What follows belongs to an exercise in optimizing a design on an open flow for small area, a short achievable clock period and few clock cycles per item; a production flow would make more cautious choices. The RTL was checked by simulation tests, not by an equivalence proof against the original design. Power and IR drop assume default switching activity.

run A:
==> flow/design.v <==
module sig_accumulator #(
   parameter int               DATA_W      = 1459,
   parameter int               SIG_W       = 32,
   parameter int               NUM_SAMPLES = 256,
   parameter logic [SIG_W-1:0] SEED        = '0,
   localparam int              CHUNKS      = (DATA_W + SIG_W - 1) / SIG_W,
   localparam int              CNT_W       = $clog2(NUM_SAMPLES + 1)
) (
   input  logic                 clk,
   input  logic                 rst_n,
   input  logic                 start,
   input  logic                 in_valid,
   input  logic [DATA_W-1:0]    in_data,
   output logic                 in_ready,
   output logic [SIG_W-1:0]     sig,
   output logic                 sig_valid,
   output logic                 busy,
   output logic [CNT_W-1:0]     sample_cnt
);
   localparam int HOLD_W = CHUNKS * SIG_W;
   localparam int NPART  = 1;                               
   localparam int PART_C = (CHUNKS + NPART - 1) / NPART;    
   localparam logic [CNT_W-1:0] CNT_LAST = CNT_W'(NUM_SAMPLES - 1);
   logic              busy_q, rdy_q, valid_q, first_q, take_q, last_q, done_q;
   logic [CNT_W-1:0]  cnt_q;
   logic [SIG_W-1:0]  acc_q;      
   logic [SIG_W-1:0]  sig_q;      
   logic [HOLD_W-1:0] pad;
   logic [SIG_W-1:0]  part_d [NPART];
   logic [SIG_W-1:0]  part_q [NPART];
   logic [SIG_W-1:0]  folded;
   logic              xfer, xfer_last;
   assign pad = HOLD_W'(in_data);
   always_comb begin
      for (int p = 0; p < NPART; p++) begin
         for (int j = 0; j < SIG_W; j++) begin
            logic [PART_C-1:0] terms;
            terms = '0;
            for (int i = 0; i < PART_C; i++) begin
               if (p * PART_C + i < CHUNKS)
                  terms[i] = pad[(p * PART_C + i) * SIG_W
                                 + (j - (CHUNKS - 1 - (p * PART_C + i)) % SIG_W + SIG_W) % SIG_W];
            end
            part_d[p][j] = ^terms;
         end
      end
   end
   always_ff @(posedge clk) begin
      for (int p = 0; p < NPART; p++)
         part_q[p] <= part_d[p];
   end
   always_comb begin
      for (int j = 0; j < SIG_W; j++) begin
         logic b;
         b = first_q ? SEED[j] : acc_q[(j - CHUNKS % SIG_W + SIG_W) % SIG_W];
         for (int p = 0; p < NPART; p++)
            b = b ^ part_q[p][j];
         folded[j] = b;
      end
   end
   assign xfer      = rdy_q && in_valid;
   assign xfer_last = xfer && (cnt_q == CNT_LAST);
   always_ff @(posedge clk) begin
      if (!rst_n) begin
         busy_q  <= 1'b0;
         rdy_q   <= 1'b0;
         valid_q <= 1'b0;
         take_q  <= 1'b0;
         last_q  <= 1'b0;
      end else begin
         take_q <= xfer;
         last_q <= xfer_last;
         done_q <= last_q;
         if (!busy_q) begin
            if (start) begin
               busy_q  <= 1'b1;
               rdy_q   <= 1'b1;
               valid_q <= 1'b0;
            end
         end else begin
            if (xfer_last) rdy_q <= 1'b0;
            if (done_q) begin
               busy_q  <= 1'b0;
               valid_q <= 1'b1;
            end
         end
      end
   end
   always_ff @(posedge clk) begin
      if (!busy_q) begin
         first_q <= 1'b1;
      end else if (take_q) begin
         first_q <= 1'b0;
         acc_q   <= folded;
      end
      if (!busy_q && start) cnt_q <= '0;
      else                  cnt_q <= cnt_q + CNT_W'(xfer);
      sig_q <= acc_q;
   end
   assign in_ready   = rdy_q;
   assign busy       = busy_q;
   assign sig_valid  = valid_q;
   assign sig        = sig_q;
   assign sample_cnt = cnt_q;
endmodule
clock: 5.0 ns
lec_check: 0
cap_margin: 20
core_area: 5 5 335 335
die_area: 0 0 340 340
setup_slack_margin: 2.8
slew_margin: 20
standard.sh (not shown) runs the stock make flow with config.mk's settings and CLKGATE_MAP_FILE= SYNTH_SCRIPT=/design/flow/synth_recipe.tcl, a recipe that flattens the netlist after the stock synthesis.
==> flow/flow/run.sh <==
#!/bin/bash
# The standard layout (standard.sh), with two placement settings:
#  - port buffers are sky130_fd_sc_hd__buf_1 (the default pick is a delay cell);
#  - the in_data pins that feed one signature bit, and that bit's sig pin, are placed as one
#    group on the die's edge, so each bit's XOR tree sits next to its pins.
# ORFS writes each step's full log under orfs/logs; make's own output goes to run.log here.
set -euo pipefail
cd "$(dirname "$0")/.."

DW=1459; SW=32; CH=$(( (DW + SW - 1) / SW ))
groups=""
for ((j = 0; j < SW; j++)); do
  g=""
  for ((c = 0; c < CH; c++)); do
    k=$(( ((j - (CH - 1 - c)) % SW + SW) % SW ))
    b=$(( c * SW + k ))
    if (( b < DW )); then g+="in_data[$b] "; fi
  done
  g+="sig[$j]"
  groups+=" -group_pins {$g}"
done

export BUFFER_PORTS_ARGS="-buffer_cell sky130_fd_sc_hd__buf_1"
# The clock pin is placed by flow/pre_io.tcl at the middle of the left edge.
export PRE_IO_PLACEMENT_TCL="$PWD/flow/pre_io.tcl"
export PLACE_PINS_ARGS="-min_distance 0.68 -exclude left:$(( 340 / 2 - 5 ))-$(( 340 / 2 + 5 ))${groups}"

bash standard.sh > run.log 2>&1
==> flow/flow/pre_io.tcl <==
# Place the clock pin first, at the middle of the left edge on a met3 track, and keep the
# other pins a few microns away from it: the clock net is routed with wider spacing than
# the signal pins are placed at.
set block [ord::get_db_block]
set die [$block getDieArea]
set dbu [$block getDefUnits]
set ymid [expr {[$die yMax] / 2.0 / $dbu}]
set k [expr {int(($ymid - 0.34) / 0.68)}]
set y [expr {0.34 + 0.68 * $k}]
place_pin -pin_name clk -layer met3 -location [list 0 $y] -force_to_die_boundary
Testbench counts of run A, summed over its fixed seeds: cycles 6,224, items 6,144.
## Diff of input files: run B against run A
- SETUP_SLACK_MARGIN now 3.0, was 2.8
-- flow/flow/pre_io.tcl --
<<< run A, line 7
set ymid [expr {[$die yMax] / 2.0 / $dbu}]
>>> run B, line 7
set ymid [expr {($die yMax) / 2.0 / $dbu}]
## What came out
- The synthesized-area fraction occupied by and/or/nand/nor cells on run A is in line with that on run B.
- Run B did not finish: a tool error stopped it during I/O pin placement (3_2_place_iop).
- No stage failed in run A, and the final checks on the layout all came back clean.
- Comparing run A against run B, there is no change at all in horizontal extent of the die.
- Re number of synthesized flops with an enable pin: no difference whatsoever between run B and run A.
Input changes introduced in run C (baseline for comparison: run B):
- a deleted SETUP_SLACK_MARGIN that had been 3.0
-- flow/flow/pre_io.tcl --
<<< run B, line 7
set ymid [expr {($die yMax) / 2.0 / $dbu}]
>>> run C, line 7
set ymid [expr {[$die yMax] / 2.0 / $dbu}]
Results
Run C closes out successfully: all stages finished, all timing, DRC and antenna checks passed.
Going from run B to run C, parity-gate share of the synthesized area counting xor and xnor cells flat, share of flip-flops with an asynchronous set or reset after synthesis flat, die height flat, width of the chip flat.
Diff run C..run B | synthesized area | unchanged
Taking run B as the reference, in run C synthesized cell count now sits at about the same level, share of synthesized cell area in and, or, nand and nor gates now sits at about the same level.

* * *

== build 36 ==
RTL: the design.v shown in full above, as it stands there.
clock: 5.0 ns
lec_check: 0
cap_margin: 20
core_area: 5 5 515 515
cts_cluster_diameter: 50
cts_cluster_size: 10
die_area: 0 0 520 520
setup_slack_margin: 3.0
slew_margin: 20
==> flow/flow/run.sh <==
#!/bin/bash
# The standard layout (standard.sh), with two placement settings:
#  - port buffers are sky130_fd_sc_hd__buf_1 (the default pick is a delay cell);
#  - the in_data pins that feed one signature bit, and that bit's sig pin, are placed as one
#    group on the die's edge, so each bit's XOR tree sits next to its pins.
# ORFS writes each step's full log under orfs/logs; make's own output goes to run.log here.
set -euo pipefail
cd "$(dirname "$0")/.."

DW=1459; SW=32; CH=$(( (DW + SW - 1) / SW ))
groups=""
for ((j = 0; j < SW; j++)); do
  g=""
  for ((c = 0; c < CH; c++)); do
    k=$(( ((j - (CH - 1 - c)) % SW + SW) % SW ))
    b=$(( c * SW + k ))
    if (( b < DW )); then g+="in_data[$b] "; fi
  done
  g+="sig[$j]"
  groups+=" -group_pins {$g}"
done

export BUFFER_PORTS_ARGS="-buffer_cell sky130_fd_sc_hd__buf_1"
export CTS_BUF_DISTANCE=100
export PLACE_PINS_ARGS="${groups# }"

bash standard.sh > run.log 2>&1
Per the final summary, build 36 finished and its layout is clean on timing, DRC and antenna.
Testbench counts of build 36, summed over its fixed seeds: cycles 6,224, items 6,144.
### build 36 -> build 28
- CTS_CLUSTER_DIAMETER removed (was 50)
- SETUP_SLACK_MARGIN changed from 3.0 to 3.3
- CTS_CLUSTER_SIZE removed (was 10)
- CORE_AREA changed from 5 5 515 515 to 5 5 335 335
- DIE_AREA changed from 0 0 520 520 to 0 0 340 340
--- a/flow/flow/run.sh
+++ b/flow/flow/run.sh
@@ -23,4 +23,5 @@
 export BUFFER_PORTS_ARGS="-buffer_cell sky130_fd_sc_hd__buf_1"
-export CTS_BUF_DISTANCE=100
-export PLACE_PINS_ARGS="${groups# }"
+# The clock pin is placed by flow/pre_io.tcl at the middle of the left edge.
+export PRE_IO_PLACEMENT_TCL="$PWD/flow/pre_io.tcl"
+export PLACE_PINS_ARGS="-min_distance 0.68 -exclude left:$(( 340 / 2 - 5 ))-$(( 340 / 2 + 5 ))${groups}"
 
==> flow/flow/pre_io.tcl (new file) <==
# Place the clock pin first, at the middle of the left edge on a met3 track, and keep the
# other pins a few microns away from it: the clock net is routed with wider spacing than
# the signal pins are placed at.
set block [ord::get_db_block]
set die [$block getDieArea]
set dbu [$block getDefUnits]
set ymid [expr {[$die yMax] / 2.0 / $dbu}]
set k [expr {int(($ymid - 0.34) / 0.68)}]
set y [expr {0.34 + 0.68 * $k}]
place_pin -pin_name clk -layer met3 -location [list 0 $y] -force_to_die_boundary
==> summary.txt <==
flip-flop to output pin as the kind of critical path was reported by build 36, and input pin to flip-flop by build 28. Going from build 36 to build 28, sequential fraction of design power increased 0.5 points, flip-flop and latch share of the layout cell area shows an increase of 0.89 points, number of detailed-route iterations in the first pass higher.
### build 28 -> build 73
- SETUP_SLACK_MARGIN: 3.3 -> 3.0
- CTS_CLUSTER_DIAMETER: unset -> 50
- DIE_AREA: 0 0 340 340 -> 0 0 520 520
- CORE_AREA: 5 5 335 335 -> 5 5 515 515
- CTS_CLUSTER_SIZE: unset -> 10
--- a/flow/flow/run.sh
+++ b/flow/flow/run.sh
@@ -23,5 +23,4 @@
 export BUFFER_PORTS_ARGS="-buffer_cell sky130_fd_sc_hd__buf_1"
-# The clock pin is placed by flow/pre_io.tcl at the middle of the left edge.
-export PRE_IO_PLACEMENT_TCL="$PWD/flow/pre_io.tcl"
-export PLACE_PINS_ARGS="-min_distance 0.68 -exclude left:$(( 340 / 2 - 5 ))-$(( 340 / 2 + 5 ))${groups}"
+export CTS_BUF_DISTANCE=150
+export PLACE_PINS_ARGS="${groups# }"
 
removed: flow/flow/pre_io.tcl
==> comparison <==
Build 73 reached the final stage; the timing, design-rule and antenna checks on its layout passed. Build 28: full flow OK, the timing, design-rule and antenna checks passed. Re number of detailed-routing iterations run before antenna repair: build 28 was higher than build 73. Build 28 was smaller in final cell area than build 73. Clock skew for build 73: 0.029 ns up relative to build 28. Higher clock slew seen by the registers of the worst setup and hold paths goes to build 73 over build 28. Looking at combined global-route utilization of all metal layers, build 73 sits 4.4 points below build 28.
diff inputs: build 73 => build 2
- CORE_AREA now 5 5 335 335, was 5 5 515 515
- DIE_AREA now 0 0 340 340, was 0 0 520 520
- PLACE_DENSITY now 0.4, previously not set
- CTS_CLUSTER_DIAMETER no longer set, was 50
- CTS_CLUSTER_SIZE no longer set, was 10
--- a/flow/flow/run.sh
+++ b/flow/flow/run.sh
@@ -23,4 +23,5 @@
 export BUFFER_PORTS_ARGS="-buffer_cell sky130_fd_sc_hd__buf_1"
-export CTS_BUF_DISTANCE=150
-export PLACE_PINS_ARGS="${groups# }"
+# The clock pin is placed by flow/pre_io.tcl at the middle of the left edge.
+export PRE_IO_PLACEMENT_TCL="$PWD/flow/pre_io.tcl"
+export PLACE_PINS_ARGS="-min_distance 0.68 -exclude left:$(( 340 / 2 - 5 ))-$(( 340 / 2 + 5 ))${groups}"
 
==> flow/flow/pre_io.tcl (new file) <==
# Place the clock pin first, at the middle of the left edge on a met3 track, and keep the
# other pins a few microns away from it: the clock net is routed with wider spacing than
# the signal pins are placed at.
set block [ord::get_db_block]
set die [$block getDieArea]
set dbu [$block getDefUnits]
set ymid [expr {[$die yMax] / 2.0 / $dbu}]
set k [expr {int(($ymid - 0.34) / 0.68)}]
set y [expr {0.34 + 0.68 * $k}]
place_pin -pin_name clk -layer met3 -location [list 0 $y] -force_to_die_boundary
[summary]
Compared with build 73, in build 2 sum of routed wire length over all layers higher; global-route wire length before repair higher; reported leakage power lower; placed standard-cell area lower; clock transition time at the flip-flop clock pins of the worst setup and hold paths roughly the same.
Build 2 ends up with lower power of the clock network than build 73 does.
STATUS total via count in the routed design: build 2 loses against build 73
| maximum ir drop on the vdd rail | build 2 vs build 73 | 0.52% lower |
Changes in build 91 relative to build 2:
- a deleted PLACE_DENSITY that had been 0.4
- a change of DIE_AREA from 0 0 340 340 to 0 0 380 380
- a change of CORE_AREA from 5 5 335 335 to 5 5 375 375
--- a/flow/flow/run.sh
+++ b/flow/flow/run.sh
@@ -25,3 +25,3 @@
 export PRE_IO_PLACEMENT_TCL="$PWD/flow/pre_io.tcl"
-export PLACE_PINS_ARGS="-min_distance 0.68 -exclude left:$(( 340 / 2 - 5 ))-$(( 340 / 2 + 5 ))${groups}"
+export PLACE_PINS_ARGS="-min_distance 0.68 -exclude left:$(( 380 / 2 - 5 ))-$(( 380 / 2 + 5 ))${groups}"
 
Findings:
In the metrics for build 2 and build 91, the one carrying the lower post-route core utilization is build 91. met4 as the topmost layer with routed signal wires was reported by build 91, and met5 by build 2. Against build 2, peak clock frequency supported by timing in build 91 rose slightly. The lower routing usage on met3 came out of build 91. Looking at static leakage power, build 91 sits about 1.5% higher than build 2 does. NOTE: post-layout worst setup margin in build 91 exceeds that of build 2. Arrival time at the worst endpoint (build 91 over build 2): decrease, 1.30 ns. Build 91: average wire per cell in the routed design is about 20% lower than what build 2 reported.

## static timing again, ports no longer ideal
No port has a modelled driver above. Below, the same layouts with a new extraction and two added sets of constraints.
Step 1, drivers: a clkbuf_16 drives clk and a buf_2 each remaining input, both assumed.
Step 2 times the ports against the registers' clock, not the clock port: input delays grow and output delays shrink by t, the midpoint of the rising clock arrivals with the driver on.
a / b / c = no drivers / after step 1 / after step 2; a / b = the first two.
run | t, ns | setup slack, ns | worst setup path after step 2 | slew at the worst register clock pin (ns) | worst slew at a driven data input, ns
run A | 0.447 | 2.896 / 2.851 / 2.661 | input to register | 0.10 / 0.10 | 0.08
run C | 0.446 | 2.521 / 2.476 / 2.663 | input to register | 0.10 / 0.10 | 0.08
build 36 | 0.645 | 2.866 / 2.797 / 2.514 | input to register | 0.13 / 0.13 | 0.42
build 28 | 0.449 | 3.085 / 3.058 / 2.649 | input to register | 0.10 / 0.10 | 0.10
build 73 | 0.556 | 2.956 / 2.884 / 2.515 | input to register | 0.13 / 0.13 | 0.42
build 2 | 0.435 | 3.011 / 3.017 / 2.594 | input to register | 0.11 / 0.11 | 0.21
build 91 | 0.485 | 3.044 / 2.997 / 2.605 | input to register | 0.13 / 0.13 | 0.07
After both steps setup and hold are still met in every run listed. The setup slack of build 73, which loses most, moves by -0.072 ns with the drivers and by -0.441 ns with both steps.
